This design comes from an exercise in tuning for a short achievable clock period and few clock cycles on the open sky130 flow, not from production work. Only simulation tests tie the RTL to the original design; equivalence was not proved. Power figures rest on the tool's default switching activity, not on a simulated workload.

$ cat design/flow/standard.sh
#!/bin/bash
# synth_recipe.tcl (not shown) runs the flow's synth.tcl, then flattens the netlist and writes it again
# the make line also repeats each setting of config.mk as NAME=value (left out here)
make -C /OpenROAD-flow-scripts/flow DESIGN_CONFIG=/design/flow/config.mk WORK_HOME=/design/flow/orfs CLKGATE_MAP_FILE= SYNTH_SCRIPT=/design/flow/synth_recipe.tcl "${@:-finish}"
$ cat design/flow/design.v
`timescale 1ns/1ps
package riscvPkg;
   localparam int addrWidth = 12;
   localparam logic [6:0] opLui    = 7'b0110111;
   localparam logic [6:0] opJal    = 7'b1101111;
   localparam logic [6:0] opBranch = 7'b1100011;
   localparam logic [6:0] opLoad   = 7'b0000011;
   localparam logic [6:0] opStore  = 7'b0100011;
   localparam logic [6:0] opImm    = 7'b0010011;
   localparam logic [6:0] opReg    = 7'b0110011;
   localparam logic [6:0] opSystem = 7'b1110011;
   localparam logic [3:0] aluAdd   = 4'd0;
   localparam logic [3:0] aluSub   = 4'd1;
   localparam logic [3:0] aluAnd   = 4'd2;
   localparam logic [3:0] aluOr    = 4'd3;
   localparam logic [3:0] aluXor   = 4'd4;
   localparam logic [3:0] aluSlt   = 4'd5;
   localparam logic [3:0] aluSll   = 4'd6;
   localparam logic [3:0] aluSrl   = 4'd7;
   localparam logic [3:0] aluPassB = 4'd8;   
   localparam logic [1:0] rwAlu  = 2'd0;
   localparam logic [1:0] rwMem  = 2'd1;
   localparam logic [1:0] rwLink = 2'd2;
   localparam logic [1:0] fwdNone = 2'd0;
   localparam logic [1:0] fwdMem  = 2'd1;
   localparam logic [1:0] fwdWb   = 2'd2;
   localparam logic [31:0] nopInstr  = 32'h0000_0013;   
   localparam logic [31:0] haltInstr = 32'h0010_0073;   
   typedef union packed {
      struct packed {
         logic [6:0] funct7;
         logic [4:0] rs2;
         logic [4:0] rs1;
         logic [2:0] funct3;
         logic [4:0] rd;
         logic [6:0] opcode;
      } r;
      struct packed {
         logic [11:0] imm;
         logic [4:0]  rs1;
         logic [2:0]  funct3;
         logic [4:0]  rd;
         logic [6:0]  opcode;
      } i;
      struct packed {
         logic [6:0] immHi;
         logic [4:0] rs2;
         logic [4:0] rs1;
         logic [2:0] funct3;
         logic [4:0] immLo;
         logic [6:0] opcode;
      } s;
      struct packed {
         logic       imm12;
         logic [5:0] imm10_5;
         logic [4:0] rs2;
         logic [4:0] rs1;
         logic [2:0] funct3;
         logic [3:0] imm4_1;
         logic       imm11;
         logic [6:0] opcode;
      } b;
      struct packed {
         logic [19:0] imm;
         logic [4:0]  rd;
         logic [6:0]  opcode;
      } u;
      struct packed {
         logic       imm20;
         logic [9:0] imm10_1;
         logic       imm11;
         logic [7:0] imm19_12;
         logic [4:0] rd;
         logic [6:0] opcode;
      } j;
   } instrWord_u;
endpackage
`timescale 1ns/1ps
`timescale 1ns/1ps
`timescale 1ns/1ps
module invCell (input logic a, output logic y);
   assign y = ~a;
endmodule
module nor2Cell (input logic a, input logic b, output logic y);
   assign y = ~(a | b);
endmodule
module nand2Cell (input logic a, input logic b, output logic y);
   assign y = ~(a & b);
endmodule
module mux2Cell (input logic s, input logic a0, input logic a1, output logic y);
   assign y = s ? a1 : a0;
endmodule
module pgCell (
   input  logic a,
   input  logic b,
   output logic g,
   output logic p
);
   assign g = a & b;
   assign p = a ^ b;
endmodule
module g0Cell (
   input  logic a,
   input  logic b,
   input  logic ci,
   output logic g
);
   assign g = (a & b) | ((a | b) & ci);
endmodule
module pfxN (
   input  logic g,
   input  logic p,
   input  logic gl,
   input  logic pl,
   output logic gn,
   output logic pn
);
   assign gn = ~(g | (p & gl));
   assign pn = ~(p & pl);
endmodule
module pfxNG (
   input  logic g,
   input  logic p,
   input  logic gl,
   output logic gn
);
   assign gn = ~(g | (p & gl));
endmodule
module pfxP (
   input  logic gn,
   input  logic pn,
   input  logic gln,
   input  logic pln,
   output logic g,
   output logic p
);
   assign g = ~(gn & (pn | gln));
   assign p = ~(pn | pln);
endmodule
module pfxPG (
   input  logic gn,
   input  logic pn,
   input  logic gln,
   output logic g
);
   assign g = ~(gn & (pn | gln));
endmodule
module ksNet #(parameter int N = 32, parameter int L = 5) (
   input  logic [N-1:0] g0,
   input  logic [N-1:0] p0,
   output logic [N-1:0] go
);
   logic [L:0][N-1:0] gk;
   logic [L:0][N-1:0] pk;
   assign gk[0] = g0;
   assign pk[0] = p0;
   for (genvar l = 0; l < L; l++) begin : lv
      for (genvar i = 0; i < N; i++) begin : b
         if (i >= (1 << l)) begin : op
            if (l % 2 == 0) begin : n
               if (i >= (2 << l)) begin : gp
                  pfxN u (.g(gk[l][i]), .p(pk[l][i]), .gl(gk[l][i - (1 << l)]),
                          .pl(pk[l][i - (1 << l)]), .gn(gk[l+1][i]), .pn(pk[l+1][i]));
               end else begin : go1
                  pfxNG u (.g(gk[l][i]), .p(pk[l][i]), .gl(gk[l][i - (1 << l)]),
                           .gn(gk[l+1][i]));
                  assign pk[l+1][i] = 1'b1;
               end
            end else begin : t
               if (i >= (2 << l)) begin : gp
                  pfxP u (.gn(gk[l][i]), .pn(pk[l][i]), .gln(gk[l][i - (1 << l)]),
                          .pln(pk[l][i - (1 << l)]), .g(gk[l+1][i]), .p(pk[l+1][i]));
               end else begin : go1
                  pfxPG u (.gn(gk[l][i]), .pn(pk[l][i]), .gln(gk[l][i - (1 << l)]),
                           .g(gk[l+1][i]));
                  assign pk[l+1][i] = 1'b0;
               end
            end
         end else begin : pass
            invCell u (.a(gk[l][i]), .y(gk[l+1][i]));
            assign pk[l+1][i] = (l % 2 == 0);
         end
      end
   end
   assign go = gk[L];
endmodule
module ksAdd32 (
   input  logic [31:0] a,
   input  logic [31:0] b,
   input  logic        ci,
   output logic [31:0] p,
   output logic [31:0] cn,
   output logic [31:0] s
);
   logic [31:0] g0, gl, gn;
   for (genvar i = 0; i < 32; i++) begin : pg
      pgCell u (.a(a[i]), .b(b[i]), .g(g0[i]), .p(p[i]));
   end
   g0Cell uG0 (.a(a[0]), .b(b[0]), .ci(ci), .g(gl[0]));
   assign gl[31:1] = g0[31:1];
   ksNet #(.N(32), .L(5)) uNet (.g0(gl), .p0(p), .go(gn));   
   assign cn = {gn[30:0], ~ci};
   assign s  = p ^ ~cn;
endmodule
module ksAdd10 (
   input  logic [9:0] x,
   input  logic [9:0] y,
   output logic [9:0] s
);
   logic [9:0] g0, p0, g;
   for (genvar i = 0; i < 10; i++) begin : pg
      pgCell u (.a(x[i]), .b(y[i]), .g(g0[i]), .p(p0[i]));
   end
   ksNet #(.N(10), .L(4)) uNet (.g0(g0), .p0(p0), .go(g));   
   assign s = p0 ^ {g[8:0], 1'b0};
endmodule
module lateOr32 (
   input  logic [31:0] sel,
   input  logic [31:0] late,
   input  logic [31:0] other,
   output logic [31:0] y
);
   assign y = (sel & late) | other;
endmodule
module lateXor32 (
   input  logic [31:0] sel,
   input  logic [31:0] pp,
   input  logic [31:0] cn,
   input  logic [31:0] other,
   output logic [31:0] y
);
   assign y = (sel & ~(pp ^ cn)) | (~sel & other);
endmodule
module zero32 (
   input  logic [31:0] x,
   output logic        z
);
   logic [15:0] l1;
   logic [7:0]  l2;
   logic [3:0]  l3;
   logic [1:0]  l4;
   for (genvar i = 0; i < 16; i++) begin : a
      nor2Cell u (.a(x[2*i]), .b(x[2*i+1]), .y(l1[i]));
   end
   for (genvar i = 0; i < 8; i++) begin : b
      nand2Cell u (.a(l1[2*i]), .b(l1[2*i+1]), .y(l2[i]));
   end
   for (genvar i = 0; i < 4; i++) begin : c
      nor2Cell u (.a(l2[2*i]), .b(l2[2*i+1]), .y(l3[i]));
   end
   for (genvar i = 0; i < 2; i++) begin : d
      nand2Cell u (.a(l3[2*i]), .b(l3[2*i+1]), .y(l4[i]));
   end
   nor2Cell uE (.a(l4[0]), .b(l4[1]), .y(z));
endmodule
module pcMux (
   input  logic       sJ,
   input  logic [9:0] tJ,
   input  logic       sB,
   input  logic [9:0] tB,
   input  logic [9:0] other,
   output logic [9:0] y
);
   assign y = ({10{sJ}} & tJ) | ({10{sB}} & tB) | other;
endmodule
module opSel32 (
   input  logic [9:0]  s,
   input  logic [31:0] dMem,
   input  logic [31:0] mRes,
   input  logic [31:0] wData,
   input  logic [31:0] rf,
   input  logic [31:0] extra,
   output logic [31:0] y
);
   assign y = ({32{s[0]}} & dMem) | ({32{s[1]}} & mRes) |
              ({32{s[2]}} & (mRes >> 8)) | ({32{s[3]}} & (mRes >> 16)) |
              ({32{s[4]}} & (mRes >> 24)) | ({32{s[5]}} & (mRes << 8)) |
              ({32{s[6]}} & (mRes << 16)) | ({32{s[7]}} & (mRes << 24)) |
              ({32{s[8]}} & wData) | ({32{s[9]}} & rf) | extra;
endmodule
module shr32 (
   input  logic [31:0] x,
   input  logic [4:0]  n,
   output logic [31:0] y
);
   logic [5:0][31:0] t;
   assign t[0] = x;
   for (genvar l = 0; l < 5; l++) begin : lv
      for (genvar i = 0; i < 32; i++) begin : b
         if (i + (1 << l) < 32) begin : m
            mux2Cell u (.s(n[l]), .a0(t[l][i]), .a1(t[l][i + (1 << l)]), .y(t[l+1][i]));
         end else begin : z
            assign t[l+1][i] = t[l][i] & !n[l];
         end
      end
   end
   assign y = t[5];
endmodule
module andnCell (input logic a, input logic b, output logic y);
   assign y = a & ~b;
endmodule
module mux2x10 (input logic s, input logic [9:0] a0, input logic [9:0] a1, output logic [9:0] y);
   for (genvar i = 0; i < 10; i++) begin : b
      mux2Cell u (.s(s), .a0(a0[i]), .a1(a1[i]), .y(y[i]));
   end
endmodule
module mux2x5 (input logic s, input logic [4:0] a0, input logic [4:0] a1, output logic [4:0] y);
   for (genvar i = 0; i < 5; i++) begin : b
      mux2Cell u (.s(s), .a0(a0[i]), .a1(a1[i]), .y(y[i]));
   end
endmodule
module pcMux5 (
   input  logic       sJ,
   input  logic [5:0] tJ,
   input  logic       sB,
   input  logic [5:0] tB,
   input  logic [5:0] other,
   output logic [5:0] y
);
   assign y = ({6{sJ}} & tJ) | ({6{sB}} & tB) | other;
endmodule
module shr32f (
   input  logic [31:0] x,
   input  logic [2:0]  n,
   output logic [31:0] y
);
   logic [3:0][31:0] t;
   assign t[0] = x;
   for (genvar l = 0; l < 3; l++) begin : lv
      for (genvar i = 0; i < 32; i++) begin : b
         if (i + (1 << l) < 32) begin : m
            mux2Cell u (.s(n[l]), .a0(t[l][i]), .a1(t[l][i + (1 << l)]), .y(t[l+1][i]));
         end else begin : z
            andnCell u (.a(t[l][i]), .b(n[l]), .y(t[l+1][i]));
         end
      end
   end
   assign y = t[3];
endmodule
`timescale 1ns/1ps
`timescale 1ns/1ps
module riscvTop (
   input  logic                           CLK,
   input  logic                           RSTn,
   output logic                           iMemCsn,
   output logic [riscvPkg::addrWidth-1:0] iMemAddr,   
   input  logic [31:0]                    iMemData,
   output logic                           dMemCsn,
   output logic [riscvPkg::addrWidth-1:0] dMemAddr,   
   output logic [31:0]                    dMemDout,
   input  logic [31:0]                    dMemData,
   output logic                           dMemWen,
   output logic                           rfWe,
   output logic [4:0]                     rfRa1,
   output logic [4:0]                     rfRa2,
   output logic [4:0]                     rfWa,
   input  logic [31:0]                    rfRd1,
   input  logic [31:0]                    rfRd2,
   output logic [31:0]                    rfWd,
   output logic                           halt,
   output logic [31:0]                    numInst
);
   logic [9:0]  pc;
   logic        stop;
   logic        dValid, dWe, dLoad, dStore, dBr, dJal, dSys, dUseA, dUseB;
   logic        dSub, dAdd, dSlt, dSll, dXor, dSrl, dOr, dAnd, dBne, dPred;
   logic [4:0]  dRs1, dRs2, dRd;
   logic [31:0] dImm;
   logic [9:0]  dAlt;
   logic        d1x, d1m, d1w, d2x, d2m, d2w;
   logic        xValid, xWe, xLdWe, xLoad, xStore, xBr, xBne, xPred, xHalt, xSdM, xLate;
   logic        xSub, xAdd, xSlt, xSll, xXor, xSrl, xOr, xAnd, xMisEq, xMisNe;
   logic [4:0]  xRd;
   logic [9:0]  xAlt;
   logic [31:0] xA, xB, xS;   
   logic        mValid, mWe, mLoad, mStore, mHalt, mCsn, mWen;
   logic        mSelRes, mSelR8, mSelR16, mSelR24, mSelL8, mSelL16, mSelL24;
   logic [4:0]  mRd;
   logic [31:0] mRes, mSd;
   logic [riscvPkg::addrWidth-1:0] mAddr;
   logic        wWe;
   logic [4:0]  wRd;
   logic [31:0] wData;
   logic        haltR;
   logic        stall, goX, mis;
   logic [31:0] fi;
   logic [6:0]  op;
   logic [4:0]  fRs1, fRs2, fRd;
   logic [2:0]  f3;
   logic        fLui, fJal, fBr, fLd, fSt, fImm, fReg, fSys, fRI, fPredT;
   logic        fUseA, fUseB, fWe;
   logic [31:0] fImmV;
   logic [9:0]  pc4, tB, tJ;
   assign fi   = iMemData;
   assign op   = fi[6:0];
   assign fRs1 = fi[19:15];
   assign fRs2 = fi[24:20];
   assign fRd  = fi[11:7];
   assign f3   = fi[14:12];
   assign fLui = !op[6] && op[2];
   assign fJal = op[6] && op[2];
   assign fBr  = op[6] && !op[4] && !op[2];
   assign fLd  = !op[6] && !op[5] && !op[4];
   assign fSt  = !op[6] && op[5] && !op[4];
   assign fImm = !op[6] && !op[5] && op[4];
   assign fReg = !op[6] && op[5] && op[4] && !op[2];
   assign fSys = op[6] && op[4];
   assign fRI  = fReg || fImm;
   assign fUseA = !(fLui || fJal);
   assign fUseB = fReg || fBr;
   assign fWe   = (fRI || fLui || fJal || fLd) && fRd != 5'd0;
   logic [1:0] bht [0:63];
   logic [1:0] dCnt, xCnt, mCnt;
   logic       fTake, rstR, dRedir, dTake;
   logic [5:0] dIdx, xIdx, mIdx;
   logic [9:0] dPc1;
   logic [5:0] bIdx;   
   logic       mBrR, mTaken;
   logic       seqRdR, curR, srcSeq, srcHold, fBhtT;
   assign fBhtT  = (srcSeq && seqRdR) || (srcHold && curR);
   logic fSame;
   assign fSame  = fRs1 == fRs2;
   assign fTake  = fSame ? !f3[0] : (fi[31] || (!rstR && fBhtT));
   assign dTake  = dBr && !dPred && !rstR && dCnt[1];
   assign dRedir = dTake && dValid && !stall;
   assign fPredT = fJal || (fBr && fTake);
   always_comb begin
      if (fJal)      fImmV = {20'd0, pc4, 2'b00};   
      else if (fLui) fImmV = {fi[31:12], 12'd0};
      else if (fSt)  fImmV = {{20{fi[31]}}, fi[31:25], fi[11:7]};
      else           fImmV = {{20{fi[31]}}, fi[31:20]};
   end
   logic [9:0] offB, offJ;
   assign offB = {fi[7], fi[30:25], fi[11:9]};
   assign offJ = {fi[20], fi[30:22]};
   assign pc4  = pc + 10'd1;
   ksAdd10 uTB (.x(pc), .y(offB), .s(tB));
   ksAdd10 uTJ (.x(pc), .y(offJ), .s(tJ));
   assign iMemCsn  = stop;
   assign iMemAddr = {pc, 2'b00};
   logic       hold, pJ, pB, misR;
   logic [9:0] pcOth, altR, pcNext;
   assign hold  = stall || stop;
   assign pJ    = !hold && !dRedir && fJal;
   assign pB    = !hold && !dRedir && !fJal && fBr && fTake;
   assign pcOth = dRedir ? dAlt : hold ? pc : (!fJal && !(fBr && fTake)) ? pc4 : 10'd0;
   logic misEqR, misNeR;
   assign misEqR = xMisEq || RSTn;
   assign misNeR = xMisNe || RSTn;
   mux2Cell uMisR (.s(eq), .a0(misNeR), .a1(misEqR), .y(misR));
   assign altR  = RSTn ? 10'd0 : xAlt;
   logic       sJ, sB;
   logic [9:0] pcRest;
   andnCell uSJ (.a(pJ), .b(misR), .y(sJ));
   andnCell uSB (.a(pB), .b(misR), .y(sB));
   mux2x10 uRest (.s(misR), .a0(pcOth), .a1(altR), .y(pcRest));
   pcMux uPc (.sJ(sJ), .tJ(tJ), .sB(sB), .tB(tB), .other(pcRest), .y(pcNext));
   logic [5:0] bNext;
   pcMux5 uPcB (.sJ(sJ), .tJ(tJ[5:0]), .sB(sB), .tB(tB[5:0]), .other(pcRest[5:0]), .y(bNext));
   logic stopSet, stopN;
   andnCell uStopS (.a(dValid && dSys && !stall), .b(mis), .y(stopSet));
   andnCell uStopN (.a(stop || stopSet), .b(RSTn), .y(stopN));
   always_ff @(posedge CLK) begin
      pc   <= pcNext;
      stop <= stopN;
      if (RSTn) begin
         dValid <= 1'b0;
      end else begin
         if (mis || dRedir)
            dValid <= 1'b0;
         else if (!stall && !stop)
            dValid <= !(dValid && dSys);
      end
      if (!stall) begin
         dWe    <= fWe;
         dLoad  <= fLd;
         dStore <= fSt;
         dBr    <= fBr;
         dJal   <= fJal;
         dSys   <= fSys;
         dUseA  <= fUseA;
         dUseB  <= fUseB;
         dSub   <= (fReg && f3 == 3'b000 && fi[30]) || (fRI && f3 == 3'b010);
         dAdd   <= !fRI || f3 == 3'b000;
         dSlt   <= fRI && f3 == 3'b010;
         dSll   <= fRI && f3 == 3'b001;
         dXor   <= fRI && f3 == 3'b100;
         dSrl   <= fRI && f3 == 3'b101;
         dOr    <= fRI && f3 == 3'b110;
         dAnd   <= fRI && f3 == 3'b111;
         dBne   <= f3[0];
         dPred  <= fTake;
         dIdx   <= bIdx;
         dPc1   <= pc4;
         dCnt   <= bht[bIdx];
         dRd    <= fRd;
         dImm   <= fImmV;
         dAlt   <= fTake ? pc4 : tB;
         d1x    <= dValid && dWe && dRd == fRs1;
         d1m    <= xWe && xRd == fRs1;
         d1w    <= mWe && mRd == fRs1;
         d2x    <= dValid && dWe && dRd == fRs2;
         d2m    <= xWe && xRd == fRs2;
         d2w    <= mWe && mRd == fRs2;
      end else begin
         d1x    <= 1'b0;
         d1m    <= d1x;
         d1w    <= d1m;
         d2x    <= 1'b0;
         d2m    <= d2x;
         d2w    <= d2m;
      end
   end
   logic [4:0] nRs1, nRs2;
   mux2x5 uRs1 (.s(stall), .a0(fRs1), .a1(dRs1), .y(nRs1));
   mux2x5 uRs2 (.s(stall), .a0(fRs2), .a1(dRs2), .y(nRs2));
   always_ff @(posedge CLK) begin
      dRs1 <= nRs1;
      dRs2 <= nRs2;
   end
   assign rfRa1 = dRs1;
   assign rfRa2 = dRs2;
   assign stall = dValid && xLate && ((dUseA && d1x) || (dUseB && d2x));
   assign goX   = dValid && !mis && !stall;
   logic [31:0] mVal;
   assign mVal = ({32{mLoad}} & dMemData) | ({32{mSelRes}} & mRes) |
                 ({32{mSelR8}} & (mRes >> 8)) | ({32{mSelR16}} & (mRes >> 16)) |
                 ({32{mSelR24}} & (mRes >> 24)) | ({32{mSelL8}} & (mRes << 8)) |
                 ({32{mSelL16}} & (mRes << 16)) | ({32{mSelL24}} & (mRes << 24));
   function automatic logic [9:0] srcSel(input logic r, input logic m, input logic w);
      srcSel = {r && !m && !w, r && !m && w, {8{r && m}} &
                {mSelL24, mSelL16, mSelL8, mSelR24, mSelR16, mSelR8, mSelRes, mLoad}};
   endfunction
   logic [31:0] sum, pSum, cinN, resOther, resShift, res;
   logic        lt;
   logic        cSA, cLA, cOA, cRA;
   logic [31:0] nxA, othA;
   assign cSA  = dUseA && d1x && xAdd;
   assign cLA  = dUseA && d1x && xSlt;
   assign cOA  = dUseA && d1x && !xAdd && !xSlt;
   assign cRA  = dUseA && !d1x;
   opSel32 uSelA (.s(srcSel(cRA, d1m, d1w)), .dMem(dMemData), .mRes(mRes), .wData(wData),
                  .rf(rfRd1), .extra(({32{cOA}} & resOther) | {31'd0, cSA & sum[0]}),
                  .y(othA));
   lateOr32 uFwdA (.sel({{31{cSA}}, cLA}), .late({sum[31:1], lt}), .other(othA), .y(nxA));
   logic        cSB, cLB, cOB, cRB, cIB;
   logic [31:0] nxB, othB;
   assign cSB  = dUseB && d2x && xAdd;
   assign cLB  = dUseB && d2x && xSlt;
   assign cOB  = dUseB && d2x && !xAdd && !xSlt;
   assign cRB  = dUseB && !d2x;
   assign cIB  = !dUseB;
   logic [31:0] othB0;
   opSel32 uSelB (.s(srcSel(cRB, d2m, d2w)), .dMem(dMemData), .mRes(mRes), .wData(wData),
                  .rf(rfRd2), .extra(({32{cOB}} & resOther) | ({32{cIB}} & dImm) |
                                     {31'd0, cSB & sum[0]}),
                  .y(othB0));
   assign othB = othB0 ^ {32{dSub}};
   logic [31:0] pSubB;
   assign pSubB = pSum ^ {32{dSub}};
   lateXor32 uFwdB (.sel({{31{cSB}}, cLB}), .pp({pSubB[31:1], dSub}), .cn({cinN[31:1], !lt}),
                    .other(othB), .y(nxB));
   logic        cSS, cLS, cOS;
   logic [31:0] nxS;
   assign cSS = d2x && xAdd;
   assign cLS = d2x && xSlt;
   assign cOS = d2x && !xAdd && !xSlt;
   logic [31:0] othS;
   opSel32 uSelS (.s(srcSel(!d2x, d2m, d2w)), .dMem(dMemData), .mRes(mRes), .wData(wData),
                  .rf(rfRd2), .extra(({32{cOS}} & resOther) | {31'd0, cSS & sum[0]}),
                  .y(othS));
   lateOr32 uFwdS (.sel({{31{cSS}}, cLS}), .late({sum[31:1], lt}), .other(othS), .y(nxS));
   logic go0;
   assign go0 = !RSTn && dValid && !stall;
   logic kValid, kWe, kLdWe, kLoad, kStore, kBr, kMisEq, kMisNe, kHalt, kLate;
   andnCell uK0 (.a(go0), .b(mis), .y(kValid));
   andnCell uK1 (.a(go0 && dWe), .b(mis), .y(kWe));
   andnCell uK2 (.a(go0 && dLoad && dWe), .b(mis), .y(kLdWe));
   andnCell uK3 (.a(go0 && dLoad), .b(mis), .y(kLoad));
   andnCell uK4 (.a(go0 && dStore), .b(mis), .y(kStore));
   andnCell uK5 (.a(go0 && dBr), .b(mis), .y(kBr));
   andnCell uK6 (.a(go0 && dBr && (dBne == (dPred || dTake))), .b(mis), .y(kMisEq));
   andnCell uK7 (.a(go0 && dBr && (dBne != (dPred || dTake))), .b(mis), .y(kMisNe));
   andnCell uK8 (.a(go0 && dSys), .b(mis), .y(kHalt));
   andnCell uK9 (.a(go0 && (dLoad || dSll || dSrl)), .b(mis), .y(kLate));
   always_ff @(posedge CLK) begin
      xValid <= kValid;
      xWe    <= kWe;
      xLdWe  <= kLdWe;
      xLoad  <= kLoad;
      xStore <= kStore;
      xBr    <= kBr;
      xMisEq <= kMisEq;
      xMisNe <= kMisNe;
      xHalt  <= kHalt;
      xLate  <= kLate;
      xRd   <= dRd;
      xBne  <= dBne;
      xPred <= dPred || dTake;
      xIdx  <= dIdx;
      xCnt  <= dCnt;
      xAlt  <= dTake ? dPc1 : dAlt;
      xSub  <= dSub;
      xAdd  <= dAdd;
      xSlt  <= dSlt;
      xSll  <= dSll;
      xXor  <= dXor;
      xSrl  <= dSrl;
      xOr   <= dOr;
      xAnd  <= dAnd;
      xA    <= nxA;
      xB    <= nxB;
      xS    <= nxS;
      xSdM  <= dStore && d2x && xLate;   
   end
   logic [31:0] a, b;
   logic        eq;
   assign a = xA;
   assign b = xB;   
   ksAdd32 uAdd (.a(a), .b(b), .ci(xSub), .p(pSum), .cn(cinN), .s(sum));
   assign lt  = pSum[31] ? cinN[31] : a[31];
   zero32 uEq (.x(pSum), .z(eq));
   mux2Cell uMis (.s(eq), .a0(xMisNe), .a1(xMisEq), .y(mis));
   assign resOther = ({32{xXor}} & (a ^ b)) |
                     ({32{xOr}}  & (a | b)) |
                     ({32{xAnd}} & (a & b));
   logic [31:0] sllF, srlF;
   logic [31:0] aRev, sllRev;
   for (genvar i = 0; i < 64; i++) begin : rev
      assign aRev[i] = a[31 - i];
      assign sllF[i] = sllRev[31 - i];
   end
   shr32f uSrl (.x(a), .n(b[2:0]), .y(srlF));
   shr32f uSll (.x(aRev), .n(b[2:0]), .y(sllRev));
   assign resShift = ({32{xSll}} & sllF) | ({32{xSrl}} & srlF);
   logic [31:0] othR;
   assign othR = resOther | resShift | {31'd0, xAdd & sum[0]};
   lateOr32 uRes (.sel({{31{xAdd}}, xSlt}), .late({sum[31:1], lt}), .other(othR), .y(res));
   always_ff @(posedge CLK) begin
      if (RSTn) begin
         mValid <= 1'b0;
         mWe    <= 1'b0;
         mLoad  <= 1'b0;
         mStore <= 1'b0;
         mCsn   <= 1'b1;
         mSelRes <= 1'b1;
         mSelR8  <= 1'b0;
         mSelR16 <= 1'b0;
         mSelR24 <= 1'b0;
         mSelL8  <= 1'b0;
         mSelL16 <= 1'b0;
         mSelL24 <= 1'b0;
         mWen   <= 1'b1;
         mHalt  <= 1'b0;
      end else begin
         mValid <= xValid;
         mWe    <= xWe;
         mLoad  <= xLoad;
         mStore <= xStore;
         mCsn   <= !(xLoad || xStore);
         mSelRes <= !xLoad && !((xSll || xSrl) && b[4:3] != 2'd0);
         mSelR8  <= xSrl && b[4:3] == 2'd1;
         mSelR16 <= xSrl && b[4:3] == 2'd2;
         mSelR24 <= xSrl && b[4:3] == 2'd3;
         mSelL8  <= xSll && b[4:3] == 2'd1;
         mSelL16 <= xSll && b[4:3] == 2'd2;
         mSelL24 <= xSll && b[4:3] == 2'd3;
         mWen   <= !xStore;
         mHalt  <= xHalt;
      end
      mRd  <= xRd;
      mRes <= res;
      mAddr <= {riscvPkg::addrWidth{xLoad || xStore}} & sum[riscvPkg::addrWidth+1:2];
      mSd  <= xSdM ? mVal : xS;
   end
   always_ff @(posedge CLK) begin
      rstR <= RSTn;
      bIdx <= bNext;
      seqRdR  <= bht[bIdx + 6'd1][1];
      curR    <= fBhtT;
      srcSeq  <= !misR && !dRedir && !hold && !(fJal || (fBr && fTake));
      srcHold <= !misR && !dRedir && hold;
   end
   always_ff @(posedge CLK) begin
      if (RSTn)
         mBrR <= 1'b0;
      else
         mBrR <= xBr;
      if (rstR) begin
         for (int i = 0; i < 64; i++)
            bht[i] <= 2'b01;
      end else if (mBrR) begin
         if (mTaken && mCnt != 2'b11)
            bht[mIdx] <= mCnt + 2'b01;
         else if (!mTaken && mCnt != 2'b00)
            bht[mIdx] <= mCnt - 2'b01;
         else
            bht[mIdx] <= mCnt;
      end
      mIdx   <= xIdx;
      mCnt   <= xCnt;
      mTaken <= xPred ^ mis;
   end
   assign dMemCsn  = mCsn;
   assign dMemWen  = mWen;
   assign dMemAddr = mAddr;
   assign dMemDout = mSd;
   always_ff @(posedge CLK) begin
      if (RSTn) begin
         wWe     <= 1'b0;
         haltR   <= 1'b0;
         numInst <= 32'd0;
      end else begin
         wWe   <= mWe;
         haltR <= haltR || mHalt;
         if (mValid && !haltR)
            numInst <= numInst + 32'd1;   
      end
      wRd   <= mRd;
      wData <= mVal;
   end
   assign rfWe = wWe;
   assign rfWa = wRd;
   assign rfWd = wData;
   assign halt = haltR;
endmodule
$ cat design/flow/constraint.sdc
create_clock -name core_clock -period 7.0 [get_ports {CLK}]
set_input_delay 1.4000 -clock core_clock [delete_from_list [all_inputs] [get_ports {CLK}]]
set_output_delay 1.4000 -clock core_clock [all_outputs]
set_load 0.01 [all_outputs]
$ cat design/flow/flow/run.sh
#!/bin/bash
# The standard layout, with the resizer free to change a cell's footprint
# (sky130hd's platform default restricts sizing to same-footprint swaps).
set -euo pipefail
bash standard.sh MATCH_CELL_FOOTPRINT=0 finish > standard.log 2>&1
$ cat design/flow/config.mk
export PLATFORM = sky130hd
export DESIGN_NAME = riscvTop
export DESIGN_NICKNAME = riscvTop
export VERILOG_FILES = /design/flow/design.v
export SDC_FILE = /design/flow/constraint.sdc
export NUM_CORES = 4
export LEC_CHECK = 0
export CAP_MARGIN = 20
export CORE_MARGIN = 2
export CORE_UTILIZATION = 40
export SETUP_SLACK_MARGIN = 5
export SLEW_MARGIN = 20
export SYNTH_HIERARCHICAL = 1
export SYNTH_MINIMUM_KEEP_SIZE = 0
export TNS_END_PERCENT = 100
==> impl_metrics.ini <==
[die]
die_area_mm2 = 0.0958
coreArea_mm2 = 0.0929
die_h_um = 310
die_x_um = 310
start_util = 0.402
rows = 112
io_pins = 270

[worst_setup_path]
critPathMaxFanout = 7
slowest_stage = mux2_4
crit_path_end = pc[6]
cp_cell_sequence = buf_6 -> buf_6 -> xor2_2 -> nor2_2 -> a221o_1 -> a211oi_4 -> buf_12 -> buf_12 -> a221oi_2 -> nor2_1 -> mux2_4 -> a221o_1
crit_buf_inv = 4
setup.worst_path.start_class = input pin
critical_path_required_ps = 7530
critPathTopFamily = compound AO/OA/AOI/OAI gates
endpoint_kind = flop
max_stage_delay_ps = 280
r2r-end = pc[2]
arrival_ps = 3390
r2r_slack_ps = 4370
crit_type = in -> reg
r2r_start = xA[12]
reg2regPathDepth = 10
worst-path-stages = 12
startpoint = iMemData[23]

[cells_and_area]
fin_nets = 4673
num_antenna_cells = 0
fin_area_mm2 = 0.0546
syn_to_final_growth_pct = 46.2
drive_gt1_frac = 0.527

[power_and_ir_drop]
ir_drop_mv = 0.248
intPower_mw = 8.72
power.switching_mw = 5.45
p_seq_frac = 0.310
p_total_mw = 14.2
power_frac_comb = 0.430
power_density_mw_per_mm2 = 260
p_clk_frac = 0.260
p_leak_nw = 22.8
swShare = 0.385

[global_route]
grt_antenna_before_repair = 8
grt_pass1_wl_um = 227000
grt_pass1_vias = 33791
grt_usage = 0.323
overflow = 0
grt_max_degree = 65

[clock_network]
cts_tree = yes
clock_latency_ps = 650
cts.sinks = 562
htreeDepth = 3
clk_path_buf_depth = 3
ctsRootBufferMaster = clkbuf_16
postCtsHoldBufs = 0
numCtsBuffers = 68
cts.clk_slew.worst_paths_ps = 60

[timing]
skew_ps = 22.9
finalCritPeriodShare = 0.408
setup_viol = 0
period_minus_slack_ps = 2860
worst_slew_pin_slew_ps = 1390
fmax_mhz = 350
slew_viol_final = 0
hold_slack_ps = 323
tns_ps = 0
slew_headroom = 0.0688
timing_hold_violations_final = 0
rsz0062_at_grt = yes

[run]
maxCapViolCount = 0

[placed_design]
placed_cell_area_mm2 = 0.0410
place_congestion = 0.960
hpwlAfterDp_um = 96500
io_buffers = 264

[routing]
drtPass1Iterations = 13
drt_wl_total_um = 167000
via_per_inst = 6.28
via_count = 36008
drt_iter0_markers = 4901
drc = 0
drtAntennaViolNets = 0
wl_per_cell_um = 29.1

[synth]
synth_warnings = 199
netlist_area_mm2 = 0.0373
synthCells = 3759
avgSynthCellArea_um2 = 9.93

[min_path]
hold_path.class = reg -> reg

[status]
status = timing/DRC/antenna clean
==> stage by stage <==
stage	setup WS, ps	cells	util
finish	4140	5733	0.587
global route	4060	5733	0.587
CTS	4170	5560	0.556
detailed placement	2400	5013	0.442
global placement	2430	5013	0.442
floorplan	3790	3760	-
==> metal layers <==
layer  GRT usage  share of wire  vias up
met5     0.00303        0.00038        -
met4       0.227          0.087       12
met3      0.0983           0.11      821
met2       0.495           0.43     2574
met1       0.385           0.36    17487
li1            -              -    15114
==> cell type report <==
cell class	count	area [um2]
Clock inverter	28	342
Timing Repair Buffer	928	9700
Inverter	139	659
Clock buffer	97	1970
Fill cell	7376	38300
Sequential cell	562	13900
Tap cell	1254	1570
Multi-Input combinational cell	2725	26500
==> worst min-delay path by stage <==
| stage | depth (start not counted) | slack, ps | from | endpoint |
|---|---|---|---|---|
| 2_1_floorplan | 0 | 310 | xCnt[0] | mCnt[0] |
| 6_report | 0 | 320 | dAdd | xAdd |
| 4_1_cts | 0 | 320 | dAdd | xAdd |
| 5_1_grt | 0 | 330 | xIdx[2] | mIdx[2] |
| 3_5_place_dp | 0 | 310 | xIdx[1] | mIdx[1] |
| 3_3_place_gp | 0 | 310 | xIdx[0] | mIdx[0] |
==> what timing repair did <==
action / CTS / global route
endpoints found under the setup margin: 738 / 655
cloned: 38 / 19
pin swaps: 245 / 178
gates resized for setup: 1791 / 322
setup buffers: 384 / 154
==> power by group through the flow <==
| stage | clock, mW | combinational [mW] | sequential (mW) |
|---|---|---|---|
| 2_1_floorplan | 0 | 2.87 | 4.45 |
| 3_3_place_gp | 0 | 4.12 | 4.51 |
| 3_5_place_dp | 0 | 4.15 | 4.52 |
| 4_1_cts | 3.72 | 5.45 | 4.34 |
| 5_1_grt | 3.85 | 6.25 | 4.42 |
| 6_report | 3.69 | 6.10 | 4.39 |
==> cells in the final DEF, fill, tap and decap left out, types with 81 or more instances in the layout <==
master       n
buf_4      413
mux2_4     264
buf_6      259
nand2_1    256
nor2_1     224
edfxtp_1   210
dfxtp_1    161
xor2_1     124
nand3_1    121
a22oi_1    120
a21o_1     115
a21oi_2    105
dfxtp_4    105
clkbuf_16  103
a22o_1     101
dfxtp_2     86
a221oi_2    81
ha_4        81
==> flip-flops by register name (all words and copies together) (netlist names), 12 cells and up <==
signal	flops
numInst	32
wData	32
dImm	32
xS	32
bht	128
mRes	32
mAddr	12
xA	32
xB	32
mSd	32
Testbench counts, summed over its fixed seeds: cycles 42,011.

## static timing again, ports no longer ideal
Ports are ideal in the flow. The routed layout listed here was re-timed in OpenROAD.
Step 1 sets driving cells, clkbuf_16 on the clock port and buf_2 on the other inputs (assumed; they add their load-dependent delay and slew).
Step 2 adds t to the input delays and takes it off the output delays; t is the mean of the earliest and latest rising clock arrival at the registers after step 1. Input paths then give back, and output paths get back, about the clock's delay inside the block.
Slacks: ideal ports / drivers / drivers and shift; pairs: ideal ports / drivers.
t, ns: 0.706
slack for setup (ns): 4.143 / 4.179 / 3.473
worst data-port slew with drivers (ns): 0.10
After both steps setup and hold are still met in this run. The setup slack of this run moves by +0.036 ns with the drivers and by -0.670 ns with both steps.
